Background: an optimization exercise with open tools, aiming at small area, a short achievable clock period and few clock cycles. Do not read the settings as production practice.
Function was checked by simulation only, so behaviour that the tests miss may differ from the original.
No activity file was given, so power comes from the tool's default toggle rates.

==> flow/design.v (excerpt) <==
module sparse_polynomial_add_subtract (
   input  logic        clock,
   input  logic        reset,
   input  logic        req_tvalid,
   output logic        req_tready,
   input  logic [47:0] req_tdata,    
   input  logic [2:0]  req_tuser,    
   output logic        rsp_tvalid,
   input  logic        rsp_tready,
   output logic [47:0] rsp_tdata,    
   output logic [2:0]  rsp_tuser,    
   output logic        rsp_tlast
);
clock: 10.5 ns
lec_check: 0
cap_margin: 20
core_margin: 2
core_utilization: 60
cts_cluster_diameter: 60
cts_cluster_size: 20
slew_margin: 20
standard.sh (not shown) runs the stock make flow with config.mk's settings and CLKGATE_MAP_FILE= SYNTH_SCRIPT=/design/flow/synth_recipe.tcl, a recipe that flattens the netlist after the stock synthesis.
==> flow/flow/run.sh <==
#!/bin/bash
set -euo pipefail
bash standard.sh SETUP_SLACK_MARGIN=6.9 finish > standard.log 2>&1
Testbench counts at the start, summed over its fixed seeds: cycles 29,326.
Edit:
--- a/flow/design.v
+++ b/flow/design.v
@@ -312,18 +312,22 @@
                        !(merge_cmd_in && stale_in);
    always_ff @(posedge clock) begin
       if (reset) begin
          rdy_ff      <= 1'b1;
          i_valid_ff  <= 1'b0;
          cnt_a_ff    <= '0;
          cnt_b_ff    <= '0;
          clr_pend_ff <= 1'b0;
          mode_ff     <= spa_pkg::MD_IDLE;
+         pa_ff       <= NW'(1);
+         pb_ff       <= NW'(1);
+         a_sel_ff    <= MT'(2);
+         b_sel_ff    <= MT'(2);
          a_stale_ff  <= 1'b0;
          b_stale_ff  <= 1'b0;
          app_a_ff    <= 1'b0;
          app_b_ff    <= 1'b0;
          va0_ff      <= 1'b0;
          va1_ff      <= 1'b0;
          vb0_ff      <= 1'b0;
          vb1_ff      <= 1'b0;
          any_ff      <= 1'b0;
@@ -357,37 +361,37 @@
                vb0_ff <= vb1_ff;
                vb1_ff <= ({1'b0, pb_ff} + 1'b1) < {1'b0, cnt_b_ff};
             end
          end
          app_a_ff   <= consume_in && i_cmd_in == spa_pkg::CMD_APPEND_A && cnt_a_in != NW'(MT);
          app_b_ff   <= consume_in && i_cmd_in == spa_pkg::CMD_APPEND_B && cnt_b_in != NW'(MT);
          clr_pend_ff <= (clr_pend_ff || consume_clear) && !(active && final_step);
          if (active) begin
             any_ff <= !final_step && (any_prev || prod);
+            if (final_step) begin
+               pa_ff     <= NW'(1);
+               pb_ff     <= NW'(1);
+               a_sel_ff  <= MT'(2);
+               b_sel_ff  <= MT'(2);
+            end else begin
+               if (adv_a) begin
+                  pa_ff     <= pa_ff + 1'b1;
+                  a_sel_ff  <= a_sel_ff << 1;
+               end
+               if (adv_b) begin
+                  pb_ff     <= pb_ff + 1'b1;
+                  b_sel_ff  <= b_sel_ff << 1;
+               end
+            end
          end
       end
    end
    always_ff @(posedge clock) begin
-      if (reload) begin
-         pa_ff    <= NW'(1);
-         pb_ff    <= NW'(1);
-         a_sel_ff <= MT'(2);
-         b_sel_ff <= MT'(2);
-      end else if (active) begin
-         if (adv_a) begin
-            pa_ff    <= pa_ff + 1'b1;
-            a_sel_ff <= a_sel_ff << 1;
-         end
-         if (adv_b) begin
-            pb_ff    <= pb_ff + 1'b1;
-            b_sel_ff <= b_sel_ff << 1;
-         end
-      end
       if (rdy_ff) begin
          i_cmd_ff  <= req_command;
          i_data_ff <= req_term;
       end
       if (start) begin
          neg_ff <= is_sub;
       end
       if (reload) begin
          a_cur_ff <= a_word0;
=> Critical path depth fell by 1. Global-route usage is lower by 0.14 points. Non-clock buffer count went down by 47. Power rose by about 13%. Final cell count rose by about 2.5%. Register-to-register slack loses 50 ps. Worst setup slack gets worse by 49 ps. Routed wire length goes down by about 1.4%. Maximum frequency fell by about 1.3%. Clock power grows by about 3%. Final area hardly moves. Combinational power climbs to 4.6 times its value.
Testbench counts after the change, summed over its fixed seeds: cycles 29,326.

* * *

sparse_polynomial_add_subtract, a different RTL version from the one above (not shown whole).
Size: about 4,700 cells after synthesis, ~2,000 flip-flops, ~110 I/O pins, roughly 75,000 sq um of cells after synthesis.
export LEC_CHECK = 0
export CAP_MARGIN = 20
export CORE_MARGIN = 2
export CORE_UTILIZATION = 60
export CTS_CLUSTER_DIAMETER = 60
export CTS_CLUSTER_SIZE = 20
export SLEW_MARGIN = 20
create_clock -name core_clock -period 10.5 [get_ports {clock}]
==> flow/flow/run.sh <==
#!/bin/bash
set -euo pipefail
bash standard.sh SETUP_SLACK_MARGIN=7.0 finish > standard.log 2>&1
Testbench counts at the start, summed over its fixed seeds: cycles 29,326.
Then changed:
--- a/flow/design.v
+++ b/flow/design.v
@@ -250,47 +250,43 @@
    assign a_wr_addr = cnt_a_ff[spa_pkg::ADDR_W-1:0];
    assign b_wr_addr = cnt_b_ff[spa_pkg::ADDR_W-1:0];
    assign wr_data   = {i_data_ff[CW-1:0] == '0, i_data_ff};
    assign a_rd_sel  = a_sel_ff;
    assign b_rd_sel  = b_sel_ff;
    logic          m_prod, m_zero, any_prev;
    logic          new_valid, new_dec;
    logic [EW-1:0] new_expo;
    logic [CW:0]   a_ext, b_ext, b_inv;
    logic [LW:0]   lo_ab, lo_b;
-   logic [LW+1:0] lo_ab_c;
-   logic [HW:0]   s_hi1_c;
    logic [LW-1:0] new_lo;
    logic          new_c;
    logic [HW-1:0] a_hi, bi_hi, s_hi0, s_hi1, b_hi1;
    logic [HW-1:0] new_h0, new_h1, p_hi;
    logic          p_rel, rel_last, p_load;
    logic [TW-1:0] p_item;
    assign any_prev  = !idle && any_ff;
    assign m_prod    = active && prod;
    assign m_zero    = active && final_step && !prod && !any_prev;
    assign new_valid = m_prod || m_zero || direct;
    assign new_dec   = final_step || direct;
    assign a_ext     = {op_a[CW-1], op_a[CW-1:0]};
    assign b_ext     = {op_b[CW-1], op_b[CW-1:0]};
    assign b_inv     = neg_eff ? ~b_ext : b_ext;
-   assign lo_ab_c   = {1'b0, a_ext[LW-1:0], neg_eff} + {1'b0, b_inv[LW-1:0], neg_eff};
-   assign lo_ab     = lo_ab_c[LW+1:1];
+   assign lo_ab     = {1'b0, a_ext[LW-1:0]} + {1'b0, b_inv[LW-1:0]} + (LW+1)'(neg_eff);
    assign lo_b      = {1'b0, b_inv[LW-1:0]} + (LW+1)'(neg_eff);
    assign new_expo  = !m_prod ? '0 : sel_b ? op_b[TW-1:CW] : op_a[TW-1:CW];
    assign new_lo    = !m_prod ? '0 : sel_s ? lo_ab[LW-1:0] : sel_b ? lo_b[LW-1:0] : a_ext[LW-1:0];
    assign new_c     = m_prod && (sel_s ? lo_ab[LW] : sel_b && lo_b[LW]);
    assign a_hi      = a_ext[CW:LW];
    assign bi_hi     = b_inv[CW:LW];
    assign s_hi0     = a_hi + bi_hi;
-   assign s_hi1_c   = {a_hi, 1'b1} + {bi_hi, 1'b1};
-   assign s_hi1     = s_hi1_c[HW:1];
+   assign s_hi1     = a_hi + bi_hi + 1'b1;
    assign b_hi1     = bi_hi + 1'b1;
    assign new_h0    = !m_prod ? '0 : sel_s ? s_hi0 : sel_b ? bi_hi : a_hi;
    assign new_h1    = !m_prod ? '0 : sel_s ? s_hi1 : sel_b ? b_hi1 : a_hi;
    assign p_rel    = go && p_valid_ff && (p_dec_ff || (active && (prod || final_step)));
    assign rel_last = p_dec_ff || !prod;
    assign p_load   = new_valid;
    assign p_hi   = p_c_ff ? p_h1_ff : p_h0_ff;
    assign p_item = {p_expo_ff, spa_pkg::sat32({p_hi, p_lo_ff})};
    logic          o_free;
    logic          i_valid_in, s_valid_in, o_valid_in, p_valid_in;
=> Wire length went up by 1.7%. Die area is about the same. Count of clock-buffer cells in the layout decreases by 2. Global-route usage increases by 0.89 points. Utilization rose by 1.2 points. Worst setup slack is worse by 48 ps. Via count stays flat. Clock skew drops by 9.4 ps. Synthesized cell count is lower by about 4%. Total power is higher by about 54%.
Testbench counts after the change, summed over its fixed seeds: cycles 29,326.

## afterwards: timing with drivers on the ports
No port has a modelled driver above. Below, the same layouts with a new extraction and two added sets of constraints.
Step 1 (the two cells are an assumption about what drives the block):
set clk [get_ports {clock}]
set_driving_cell -lib_cell sky130_fd_sc_hd__clkbuf_16 $clk
set_driving_cell -lib_cell sky130_fd_sc_hd__buf_2 [delete_from_list [all_inputs] $clk]
Step 2 adds t to the input delays and takes it off the output delays; t is the mean of the earliest and latest rising clock arrival at the registers after step 1. Input paths then give back, and output paths get back, about the clock's delay inside the block.
a / b / c = ideal / step 1 / step 2; a / b = the first two.
| run | shift t [ns] | setup slack, ns | slew at the worst register clock pin (ns) | cell pins on the clock port's net |
|---|---|---|---|---|
| the first run of note 1 | 0.869 | 6.670 / 6.670 / 6.555 | 0.08 / 0.08 | 1 |
| the second run of note 1 | 0.845 | 6.621 / 6.621 / 6.547 | 0.08 / 0.08 | 1 |
| the first run of note 2 | 0.855 | 6.874 / 6.846 / 6.415 | 0.09 / 0.09 | 1 |
| the second run of note 2 | 0.853 | 6.826 / 6.826 / 6.328 | 0.08 / 0.08 | 1 |
After both steps setup and hold are still met in every run listed. The setup slack of the second run of note 2, which loses most, moves by 0.000 ns with the drivers and by -0.498 ns with both steps.
